Context: an optimization exercise on an open-source flow, tuned for small area and few clock cycles. The choices shown serve that exercise and are no tape-out recipe. The RTL was checked by simulation tests, not by an equivalence proof against the original design.

==> design/flow/design.v <==
package ptc_pkg;
   localparam int unsigned SAMPLE_W    = 24;
   localparam int unsigned OUT_W       = 24;
   localparam int unsigned SCALE_W     = 32;
   localparam int unsigned CSR_INDEX_W = 8;
   localparam int unsigned CSR_DATA_W  = 32;
   localparam int unsigned PROD_W      = SAMPLE_W + SCALE_W;
   localparam int unsigned ANGLE_W     = 32;
   localparam int unsigned TABLE_LEN   = 30;
   localparam logic [CSR_INDEX_W-1:0] CSR_PHASE_SCALE = CSR_INDEX_W'(0);
   localparam logic [CSR_INDEX_W-1:0] CSR_WEAK_MODE   = CSR_INDEX_W'(1);
   localparam logic [SCALE_W-1:0] PHASE_SCALE_RESET = 32'h0100_0000;
   localparam logic [38:0] TWO_PI_Q36 = 39'd431777206545;
   localparam logic [23:0] RECIP_Q62  =
      24'(64'h4000_0000_0000_0000 / {25'd0, TWO_PI_Q36});
   localparam logic [18:0] TWO_PI_HI  = TWO_PI_Q36[38:20];
   localparam logic [19:0] TWO_PI_LO  = TWO_PI_Q36[19:0];
   localparam logic [32:0] HALF_PI_Q30     = 33'd1686629713;
   localparam logic [32:0] PI_Q30          = 33'd3373259426;
   localparam logic [32:0] THREE_HALF_PI_Q30 = PI_Q30 + HALF_PI_Q30;
   localparam logic [32:0] TWO_PI_Q30      = 33'd6746518852;
   localparam logic signed [ANGLE_W-1:0] CORDIC_GAIN_Q30 = 32'sd652032874;
   localparam logic signed [OUT_W-1:0]   ONE_Q16         = 24'sd65536;
endpackage
module ptc_cordic_cell #(
   parameter int unsigned STAGE = 0
) (
   input  logic               dir,
   input  logic signed [31:0] x_i,
   input  logic signed [31:0] y_i,
   output logic signed [31:0] x_o,
   output logic signed [31:0] y_o
);
   logic signed [31:0] dx, dy;
   always_comb begin
      dx = y_i >>> STAGE;
      dy = x_i >>> STAGE;
      if (dir) begin
         x_o = x_i - dx;
         y_o = y_i + dy;
      end else begin
         x_o = x_i + dx;
         y_o = y_i - dy;
      end
   end
endmodule
module ptc_xy_seg #(
   parameter int unsigned FIRST = 0,
   parameter int unsigned LAST  = 0
) (
   input  logic [17:0]        dir,
   input  logic signed [31:0] x_i,
   input  logic signed [31:0] y_i,
   output logic signed [31:0] x_o,
   output logic signed [31:0] y_o
);
   logic [LAST+1:FIRST][31:0] xs, ys;
   assign xs[FIRST] = x_i;
   assign ys[FIRST] = y_i;
   for (genvar k = FIRST; k <= LAST; k++) begin : g_step
      ptc_cordic_cell #(.STAGE(k)) u_cell (
         .dir (dir[k]),
         .x_i (xs[k]),
         .y_i (ys[k]),
         .x_o (xs[k+1]),
         .y_o (ys[k+1])
      );
   end
   assign x_o = xs[LAST+1];
   assign y_o = ys[LAST+1];
endmodule
module ptc_zchain #(
   parameter int unsigned FIRST = 0,     
   parameter int unsigned LAST  = 4      
) (
   input  logic [31:0]        z_i,       
   output logic [31:0]        z_o,       
   output logic [17:0]        dir_o      
);
   function automatic logic [31:0] atan_q30(input int unsigned i);
      case (i)
         0: atan_q30 = 32'd843314857;
         1: atan_q30 = 32'd497837829;
         2: atan_q30 = 32'd263043837;
         3: atan_q30 = 32'd133525159;
         4: atan_q30 = 32'd67021687;
         5: atan_q30 = 32'd33543516;
         6: atan_q30 = 32'd16775851;
         7: atan_q30 = 32'd8388437;
         8: atan_q30 = 32'd4194283;
         default: atan_q30 = 32'd2097149;
      endcase
   endfunction
   function automatic int unsigned zw(input int unsigned i);
      zw = 32 - i;
   endfunction
   logic [LAST+1:FIRST][31:0] z;
   assign z[FIRST] = z_i;
   for (genvar i = FIRST; i <= LAST; i++) begin : g_step
      localparam int unsigned W = zw(i);
      localparam logic [W-1:0] AT = W'(atan_q30(i));
      logic [W-1:0] zc, zn;
      assign zc = z[i][W-1:0];
      assign dir_o[i] = !zc[W-1];
      assign zn = zc[W-1] ? zc + AT : zc - AT;
      assign z[i+1] = {{(32-W){1'b0}}, zn};
   end
   for (genvar j = 0; j < 18; j++) begin : g_zero
      if (j < FIRST || j > LAST) begin : g_z
         assign dir_o[j] = 1'b0;
      end
   end
   assign z_o = z[LAST+1];
endmodule
module ptc_cordic_table (
   input  logic [4:0]        sig,
   output logic signed [31:0] x,
   output logic signed [31:0] y
);
   always_comb begin
      case (sig)
         5'd0: begin x = 32'hf8fa8803; y = 32'hc06d9f12; end
         5'd1: begin x = 32'h3f9260ee; y = 32'hf8fa8806; end
         5'd2: begin x = 32'h2ea5058d; y = 32'hd43d65db; end
         5'd3: begin x = 32'h2bc29a25; y = 32'h2ea50590; end
         5'd4: begin x = 32'h17b88782; y = 32'hc49a62f3; end
         5'd5: begin x = 32'h3b659d0d; y = 32'h17b88783; end
         5'd6: begin x = 32'h3dc00227; y = 32'hef56a7c8; end
         5'd7: begin x = 32'h10a95838; y = 32'h3dc00228; end
         5'd8: begin x = 32'h08d7d6c5; y = 32'hc0a7eaea; end
         5'd9: begin x = 32'h3f581516; y = 32'h08d7d6c6; end
         5'd10: begin x = 32'h37fb2b54; y = 32'he1116bf7; end
         5'd11: begin x = 32'h1eee9409; y = 32'h37fb2b55; end
         5'd12: begin x = 32'h259c9a40; y = 32'hcc45072a; end
         5'd13: begin x = 32'h33baf8d6; y = 32'h259c9a3f; end
         5'd14: begin x = 32'h3ff38a05; y = 32'hff0d194c; end
         5'd15: begin x = 32'h00f2e6b4; y = 32'h3ff38a04; end
         5'd16: begin x = 32'h00f2e6b3; y = 32'hc00c75fc; end
         5'd17: begin x = 32'h3ff38a04; y = 32'h00f2e6b4; end
         5'd18: begin x = 32'h33baf8d5; y = 32'hda6365c1; end
         5'd19: begin x = 32'h259c9a3f; y = 32'h33baf8d6; end
         5'd20: begin x = 32'h1eee940a; y = 32'hc804d4ab; end
         5'd21: begin x = 32'h37fb2b55; y = 32'h1eee9409; end
         5'd22: begin x = 32'h3f581517; y = 32'hf728293a; end
         5'd23: begin x = 32'h08d7d6c6; y = 32'h3f581516; end
         5'd24: begin x = 32'h10a95839; y = 32'hc23ffdd8; end
         5'd25: begin x = 32'h3dc00228; y = 32'h10a95838; end
         5'd26: begin x = 32'h3b659d0e; y = 32'he847787d; end
         5'd27: begin x = 32'h17b88783; y = 32'h3b659d0d; end
         5'd28: begin x = 32'h2bc29a28; y = 32'hd15afa70; end
         5'd29: begin x = 32'h2ea50590; y = 32'h2bc29a25; end
         5'd30: begin x = 32'h3f9260f1; y = 32'h070577fa; end
         default: begin x = 32'hf8fa8806; y = 32'h3f9260ee; end
      endcase
   end
endmodule
import ptc_pkg::*;
module phase_to_complex_transmission #(
   parameter int unsigned CORDIC_STAGES = 18
) (
   input  logic                                 clock,
   input  logic                                 reset,
   input  logic                                 req_valid,
   output logic                                 req_ready,
   input  logic signed [ptc_pkg::SAMPLE_W-1:0]  req_sample,
   input  logic                                 req_last,
   output logic                                 rsp_valid,
   input  logic                                 rsp_ready,
   output logic signed [ptc_pkg::OUT_W-1:0]     rsp_real,
   output logic signed [ptc_pkg::OUT_W-1:0]     rsp_imag,
   output logic                                 rsp_last,
   input  logic                                 csr_valid,
   output logic                                 csr_ready,
   input  logic [ptc_pkg::CSR_INDEX_W-1:0]      csr_index,
   input  logic [ptc_pkg::CSR_DATA_W-1:0]       csr_wdata
);
   localparam int unsigned TK = 5;        
   function automatic logic signed [23:0] sat_out(input logic signed [55:0] v);
      if (v > 56'sd8388607) begin
         sat_out = 24'sh7FFFFF;
      end else if (v < -56'sd8388608) begin
         sat_out = 24'sh800000;
      end else begin
         sat_out = v[23:0];
      end
   endfunction
   logic [SCALE_W-1:0] phase_scale_ff;
   logic               weak_mode_ff;
   logic               advance;
   logic               accept;
   logic               out_valid;
   assign csr_ready = 1'b1;
   always_ff @(posedge clock) begin
      if (reset) begin
         phase_scale_ff <= PHASE_SCALE_RESET;
         weak_mode_ff   <= 1'b0;
      end else if (csr_valid) begin
         case (csr_index)
            CSR_PHASE_SCALE: phase_scale_ff <= csr_wdata;
            CSR_WEAK_MODE:   weak_mode_ff   <= csr_wdata[0];
            default: ;
         endcase
      end
   end
   assign advance   = !out_valid || rsp_ready;
   assign req_ready = advance;
   assign accept    = req_valid && advance;
   logic signed [PROD_W:0]   prod_full;
   logic signed [PROD_W-1:0] s1_p;
   logic                     s1_v, s1_l, s1_w;
   assign prod_full = req_sample * $signed({1'b0, phase_scale_ff});
   logic signed [25:0]       p_hi;
   logic signed [50:0]       q_prod;
   logic signed [PROD_W-1:0] w_sum, w_shift;
   logic signed [18:0]       s2_q;
   logic [40:0]              s2_p;
   logic signed [23:0]       s2_weak;
   logic                     s2_v, s2_l, s2_w;
   always_comb begin
      p_hi    = s1_p[PROD_W-1:30];
      q_prod  = p_hi * $signed({1'b0, RECIP_Q62});
      w_sum   = s1_p + 56'sd524288;
      w_shift = w_sum >>> 20;
   end
   logic signed [58:0]       qt;
   logic signed [40:0]       r4, m_val;
   logic [32:0]              a5;
   logic signed [33:0]       z_wide;
   logic                     neg3;
   logic [31:0]              s3_z;
   logic                     s3_neg;
   logic signed [23:0]       s3_weak;
   logic                     s3_v, s3_l, s3_w;
   always_comb begin
      qt = s2_q * $signed({20'd0, TWO_PI_Q36});
      r4 = s2_p - qt[40:0];
      if (r4[40]) begin
         m_val = r4 + $signed({2'b00, TWO_PI_Q36});
      end else if (r4 >= $signed({2'b00, TWO_PI_Q36})) begin
         m_val = r4 - $signed({2'b00, TWO_PI_Q36});
      end else begin
         m_val = r4;
      end
      a5 = m_val[38:6];
      if (a5 < HALF_PI_Q30) begin
         z_wide = $signed({1'b0, a5});
         neg3   = 1'b0;
      end else if (a5 < THREE_HALF_PI_Q30) begin
         z_wide = $signed({1'b0, a5}) - $signed({1'b0, PI_Q30});
         neg3   = 1'b1;
      end else begin
         z_wide = $signed({1'b0, a5}) - $signed({1'b0, TWO_PI_Q30});
         neg3   = 1'b0;
      end
   end
   logic [31:0]              z5;
   logic [17:0]              dir_a;
   logic [31:0]              s4_z;
   logic [TK-1:0]            s4_dir;
   logic                     s4_neg;
   logic signed [23:0]       s4_weak;
   logic                     s4_v, s4_l, s4_w;
   ptc_zchain #(.FIRST(0), .LAST(TK-1)) u_z0 (
      .z_i   (s3_z),
      .z_o   (z5),
      .dir_o (dir_a)
   );
   logic [31:0]              z10;
   logic [17:0]              dir_b, dir_all;
   ptc_zchain #(.FIRST(TK), .LAST(9)) u_z1 (
      .z_i   (s4_z),
      .z_o   (z10),
      .dir_o (dir_b)
   );
   always_comb begin
      dir_all = dir_b;
      dir_all[10] = !z10[21];
      for (int k = 11; k < 18; k++) dir_all[k] = z10[31-k];
   end
   localparam int unsigned E1 = 7, E2 = 11, E3 = 15;    
   logic signed [31:0]  x5, y5, xa, ya, xb, yb, xc, yc, xs18, ys18;
   logic signed [31:0]  s5_x, s5_y, s6_x, s6_y, s7_x, s7_y;
   logic [17:0]         s5_dir, s6_dir, s7_dir;
   logic                s5_neg, s6_neg, s7_neg;
   logic signed [23:0]  s5_weak, s6_weak, s7_weak;
   logic                s5_v, s5_l, s5_w, s6_v, s6_l, s6_w, s7_v, s7_l, s7_w;
   ptc_cordic_table u_table (
      .sig (s4_dir),
      .x   (x5),
      .y   (y5)
   );
   ptc_xy_seg #(.FIRST(TK), .LAST(E1)) u_seg1 (
      .dir (dir_all), .x_i (x5), .y_i (y5), .x_o (xa), .y_o (ya));
   ptc_xy_seg #(.FIRST(E1+1), .LAST(E2)) u_seg2 (
      .dir (s5_dir), .x_i (s5_x), .y_i (s5_y), .x_o (xb), .y_o (yb));
   ptc_xy_seg #(.FIRST(E2+1), .LAST(E3)) u_seg3 (
      .dir (s6_dir), .x_i (s6_x), .y_i (s6_y), .x_o (xc), .y_o (yc));
   ptc_xy_seg #(.FIRST(E3+1), .LAST(17)) u_seg4 (
      .dir (s7_dir), .x_i (s7_x), .y_i (s7_y), .x_o (xs18), .y_o (ys18));
   always_ff @(posedge clock) begin
      if (reset) begin
         s5_v <= 1'b0;
         s6_v <= 1'b0;
         s7_v <= 1'b0;
      end else if (advance) begin
         s5_v <= s4_v;
         s6_v <= s5_v;
         s7_v <= s6_v;
      end
   end
   always_ff @(posedge clock) begin
      if (advance) begin
         s5_x <= xa;   s5_y <= ya;   s5_dir <= dir_all;
         s5_neg <= s4_neg;  s5_weak <= s4_weak;  s5_l <= s4_l;  s5_w <= s4_w;
         s6_x <= xb;   s6_y <= yb;   s6_dir <= s5_dir;
         s6_neg <= s5_neg;  s6_weak <= s5_weak;  s6_l <= s5_l;  s6_w <= s5_w;
         s7_x <= xc;   s7_y <= yc;   s7_dir <= s6_dir;
         s7_neg <= s6_neg;  s7_weak <= s6_weak;  s7_l <= s6_l;  s7_w <= s6_w;
      end
   end
   logic signed [ANGLE_W:0]  c_sgn, s_sgn, c_rnd, s_rnd;
   logic signed [OUT_W-1:0]  fmt_re, fmt_im;
   logic                     t_l, t_w, t_neg;
   logic signed [23:0]       t_weak;
   logic [2*OUT_W:0]         out_ff;
   always_comb begin
      {t_l, t_w, t_neg, t_weak} = {s7_l, s7_w, s7_neg, s7_weak};
      c_sgn = t_neg ? -$signed({xs18[31], xs18}) : $signed({xs18[31], xs18});
      s_sgn = t_neg ? -$signed({ys18[31], ys18}) : $signed({ys18[31], ys18});
      c_rnd = (c_sgn + 33'sd8192) >>> 14;
      s_rnd = (s_sgn + 33'sd8192) >>> 14;
      if (t_w) begin
         fmt_re = ONE_Q16;
         fmt_im = t_weak;
      end else begin
         fmt_re = sat_out(PROD_W'(c_rnd));
         fmt_im = sat_out(PROD_W'(s_rnd));
      end
   end
   always_ff @(posedge clock) begin
      if (reset) begin
         s1_v <= 1'b0;
         s2_v <= 1'b0;
         s3_v <= 1'b0;
         s4_v <= 1'b0;
         out_valid <= 1'b0;
      end else if (advance) begin
         s1_v <= accept;
         s2_v <= s1_v;
         s3_v <= s2_v;
         s4_v <= s3_v;
         out_valid <= s7_v;
      end
   end
   always_ff @(posedge clock) begin
      if (advance) begin
         s1_p    <= prod_full[PROD_W-1:0];
         s1_l    <= req_last;
         s1_w    <= weak_mode_ff;
         s2_q    <= q_prod[50:32];
         s2_p    <= s1_p[40:0];
         s2_weak <= sat_out(w_shift);
         s2_l    <= s1_l;
         s2_w    <= s1_w;
         s3_z    <= z_wide[31:0];
         s3_neg  <= neg3;
         s3_weak <= s2_weak;
         s3_l    <= s2_l;
         s3_w    <= s2_w;
         s4_z    <= z5;
         s4_dir  <= dir_a[TK-1:0];
         s4_neg  <= s3_neg;
         s4_weak <= s3_weak;
         s4_l    <= s3_l;
         s4_w    <= s3_w;
         out_ff  <= {fmt_re, fmt_im, t_l};
      end
   end
   assign rsp_valid = out_valid;
   assign rsp_real  = out_ff[2*OUT_W:OUT_W+1];
   assign rsp_imag  = out_ff[OUT_W:1];
   assign rsp_last  = out_ff[0];
endmodule
==> design/flow/run.sh <==
#!/bin/bash
# synth_recipe.tcl (not shown) runs the flow's synth.tcl, then flattens the netlist and writes it again
# the make line also repeats each setting of config.mk as NAME=value (left out here)
make -C /OpenROAD-flow-scripts/flow DESIGN_CONFIG=/design/flow/config.mk WORK_HOME=/design/flow/orfs CLKGATE_MAP_FILE= SYNTH_SCRIPT=/design/flow/synth_recipe.tcl finish
==> design/flow/config.mk <==
export PLATFORM = sky130hd
export DESIGN_NAME = phase_to_complex_transmission
export DESIGN_NICKNAME = phase_to_complex_transmission
export VERILOG_FILES = /design/flow/design.v
export SDC_FILE = /design/flow/constraint.sdc
export NUM_CORES = 4
export LEC_CHECK = 0
export CAP_MARGIN = 20
export CORE_MARGIN = 2
export CORE_UTILIZATION = 40
export PLACE_DENSITY = 0.6
export SLEW_MARGIN = 20
==> design/flow/constraint.sdc <==
create_clock -name core_clock -period 12.0 [get_ports {clock}]
set_input_delay 2.4000 -clock core_clock [delete_from_list [all_inputs] [get_ports {clock}]]
set_output_delay 2.4000 -clock core_clock [all_outputs]
set_load 0.01 [all_outputs]
==> results.txt <==
critical path: cells and delay by family (launching register included):
family | cells | cell delay, ns
AND/OR/NAND/NOR | 22 | 4.61
AO/OA/AOI/OAI | 18 | 3.40
adder cells (fa/ha/maj) | 5 | 1.39
buffers and inverters | 26 | 3.27
flip-flops | 1 | 0.39
XOR/XNOR | 6 | 0.83
kinds of logic after synthesis:
| family | count (synthesis) |
|---|---|
| adders and majority gates | 2922 |
| other | 1 |
| DFF | 700 |
| buffers and inverters | 2350 |
| and+or+nand+nor | 4618 |
| xor gates and xnor gates | 1653 |
| AOI/OAI and AO/OA | 3610 |
| muxes | 171 |
repair_timing:
action | 4_1_cts | 5_1_grt
endpoints found under the hold margin | 0 | 0
cloned | 1 | 0
buffers inserted | 359 | 138
hold buffers | 0 | 0
pin swaps | 404 | 352
endpoints found under the setup margin | 99 | 150
resized for setup | 646 | 620
state kept, by name, indices dropped and copies added (netlist names), 27 cells and up:
signal                    flops
s5_x                         32
s1_p                         56
s7_y                         32
s7_x                         32
s4_z                         27
s6_y                         32
phase_scale_ff               32
s6_x                         32
s2_p                         41
u_seg1.g_step.u_cell.x_i     31
s5_y                         32
u_seg1.g_step.u_cell.y_i     31
out_ff                       44
s3_z                         32
cells in the final DEF (no fill, tap or decap), drive strengths merged, types with 137 or more instances in the layout:
| cell type | instances |
|---|---|
| o21a | 180 |
| nor2 | 1183 |
| nand2 | 1375 |
| o21ai | 699 |
| nor2b | 176 |
| edfxtp | 597 |
| xor2 | 508 |
| buf | 3167 |
| nand2b | 174 |
| a31oi | 160 |
| and3 | 137 |
| a21o | 334 |
| fa | 1146 |
| a211oi | 141 |
| nand3 | 274 |
| and2 | 355 |
| xnor2 | 1142 |
| a21oi | 1186 |
| nor3 | 402 |
| inv | 1943 |
| ha | 1775 |
path summary, 6_finish.rpt:
check,start,to,slack (ns),cells past startpoint
setup / recovery,s6_x[17],s7_x[8],-2.02,77
hold / removal,s4_w,s5_w,0.41,0
setup reg to reg,s6_x[17],s7_x[8],-2.02,77
hold reg to reg,s4_w,s5_w,0.41,0
final cells by class:
class,count,area share
antenna,2,0.0000284
clock buffer,105,0.0135
clock inverter,59,0.00443
inverter,1937,0.0417
multi-input combinational,13000,0.648
sequential,700,0.114
tap,4515,0.0321
timing repair buffer,3289,0.147
stage by stage:
step / utilization / worst slack [ns]
floorplan: - / -1.93
global placement: 0.485 / -2.08
detailed placement: 0.485 / -2.08
CTS: 0.511 / -1.92
global route: 0.522 / -2.57
finish: 0.522 / -2.02
per-layer routing:
metal | part of all wire | up-vias | GRT usage
met5 | 0.000026 | - | 0
met4 | 0.033 | 2 | 0.0710
met3 | 0.038 | 600 | 0.0203
met2 | 0.50 | 2529 | 0.431
met1 | 0.43 | 59600 | 0.299
li1 | - | 61200 | -
==> flow_metrics.env <==
export IMPL_finalWirelength_um=418000
export IMPL_post_drt_wl_per_cell_um=17.7
export IMPL_yosysTopAreaCell="fa_1"
export IMPL_async_flop_share=0
export IMPL_multi_input_area_mm2=0.114
export IMPL_synthXorXnorAreaFrac=0.107
export IMPL_cp_slowest_stage_delay_ns=0.52
export IMPL_synth_fa_ha_area_frac=0.333
export IMPL_cts_sinks=700
export IMPL_hpwl_um=342000
export IMPL_max_clock_freq_mhz=71.4
export IMPL_synth_nets=19000
export IMPL_seq_area_mm2=0.0200
export IMPL_synth_simple_area_share=0.163
export IMPL_dp_cells=23000
export IMPL_hold_path_class="flop to flop"
export IMPL_grt_start_max_net_pins=160
export IMPL_cts_tree="done"
export IMPL_holdWs_ns=0.410
export IMPL_drive_above_1_share=0.242
export IMPL_yosys_cell_types_count=125
export IMPL_finalHoldViolations=0
export IMPL_clock_skew_ns=0.0360
export IMPL_io_pins=122
export IMPL_antenna_found_initial=8
export IMPL_netlist_area_mm2=0.136
export IMPL_routed_via_density=5.25
export IMPL_overflow=0
export IMPL_synth_seq_cells=700
export IMPL_finalSetupViolCount=72
export IMPL_syn_inst=16000
export IMPL_synth_compound_area_frac=0.171
export IMPL_place_area_mm2=0.163
export IMPL_final_setup_tns_ns=-48.36
export IMPL_ant_nets=0
export IMPL_fin_cells=23600
export IMPL_tightest_slew_ns=1.18
export IMPL_ys_warnings_count=15
export IMPL_synthFlopType="edfxtp_1"
export IMPL_critPathLaunchType="flop"
export IMPL_dieHeight_um=586
export IMPL_htreeDepth=3
export IMPL_period_needed_ns=14.02
export IMPL_die_w_um=586
export IMPL_core_mm2=0.337
export IMPL_start_util=0.402
export IMPL_synthMuxAreaShare=0.0134
export IMPL_synth_seq_area_share=0.147
export IMPL_rsz0062_at_grt="yes"
export IMPL_synth_edf_count=597
export IMPL_numCtsBuffers=88
export IMPL_route_vias_total=124000
export IMPL_path_clk_slew_ns=0.06
export IMPL_rows=213
export IMPL_violations="negative setup slack"
export IMPL_root_buffer="clkbuf_16"
export IMPL_die_area_mm2=0.344
export IMPL_final_area_mm2=0.176
export IMPL_drt_iter0_markers=6685
export IMPL_clk_path_buf_depth=3
export IMPL_area_growth_pct=29.7
export IMPL_track_usage=0.238
export IMPL_slew_violations=0
export IMPL_status="failed layout checks"
export IMPL_worstPathMaxFanout=3
export IMPL_grt_pass1_vias=124000
export IMPL_synth_top_area_frac=0.169
export IMPL_fillers=31400
export IMPL_crit_type="flop to flop"
export IMPL_slowest_stage="or4b_4"
export IMPL_synth_area_top_cells="fa_1, ha_1, edfxtp_1, xnor2_1, inv_1"
export IMPL_path_common_cell="buf_4"
export IMPL_relSlewSlack=0.210
export IMPL_fin_ws_ns=-2.02
export IMPL_final_nets=22000
export IMPL_period_share=1.17
export IMPL_synth_top_family_by_area="adder cells"
export IMPL_dr_pass1_iters=6
export IMPL_postSynthAreaPerCell_um2=8.46
export IMPL_port_buffers=120
export IMPL_max_cap_violations=0
export IMPL_required_ns=12.59
export IMPL_synthTopCellsByCount="inv_1, ha_1, nand2_1"
export IMPL_post_route_drc_count=0
export IMPL_endpoint_kind="flop"
export IMPL_arrival_ns=14.61
export IMPL_clk_latency_ns=0.76
export IMPL_gp_congestion=0.947
export IMPL_grt_pass1_wl_um=661000
export IMPL_yosysMostFrequentCell="inv_1"
Testbench counts, summed over its fixed seeds: cycles 8,064.

## port drivers added, routing unchanged
The results above use ideal ports. As a check the final layout listed here was re-extracted and re-timed, cells and wires unchanged. Step 1, drivers: a clkbuf_16 drives clock and a buf_2 each remaining input, both assumed. Step 2 times the ports against the registers' clock, not the clock port: input delays grow and output delays shrink by t, the midpoint of the rising clock arrivals with the driver on. Slacks: ideal ports / drivers / drivers and shift; pairs: ideal ports / drivers.
t (ns): 0.853
slack for setup (ns): -2.015 / -2.015 / -2.015
hold WS [ns]: 0.410 / 0.410 / 0.410
slew at the worst register clock pin (ns): 0.07 / 0.07
cell pins on the clock port's net: 1
For this run, drivers alone change the setup slack by 0.000 ns; drivers and shift together by 0.000 ns.
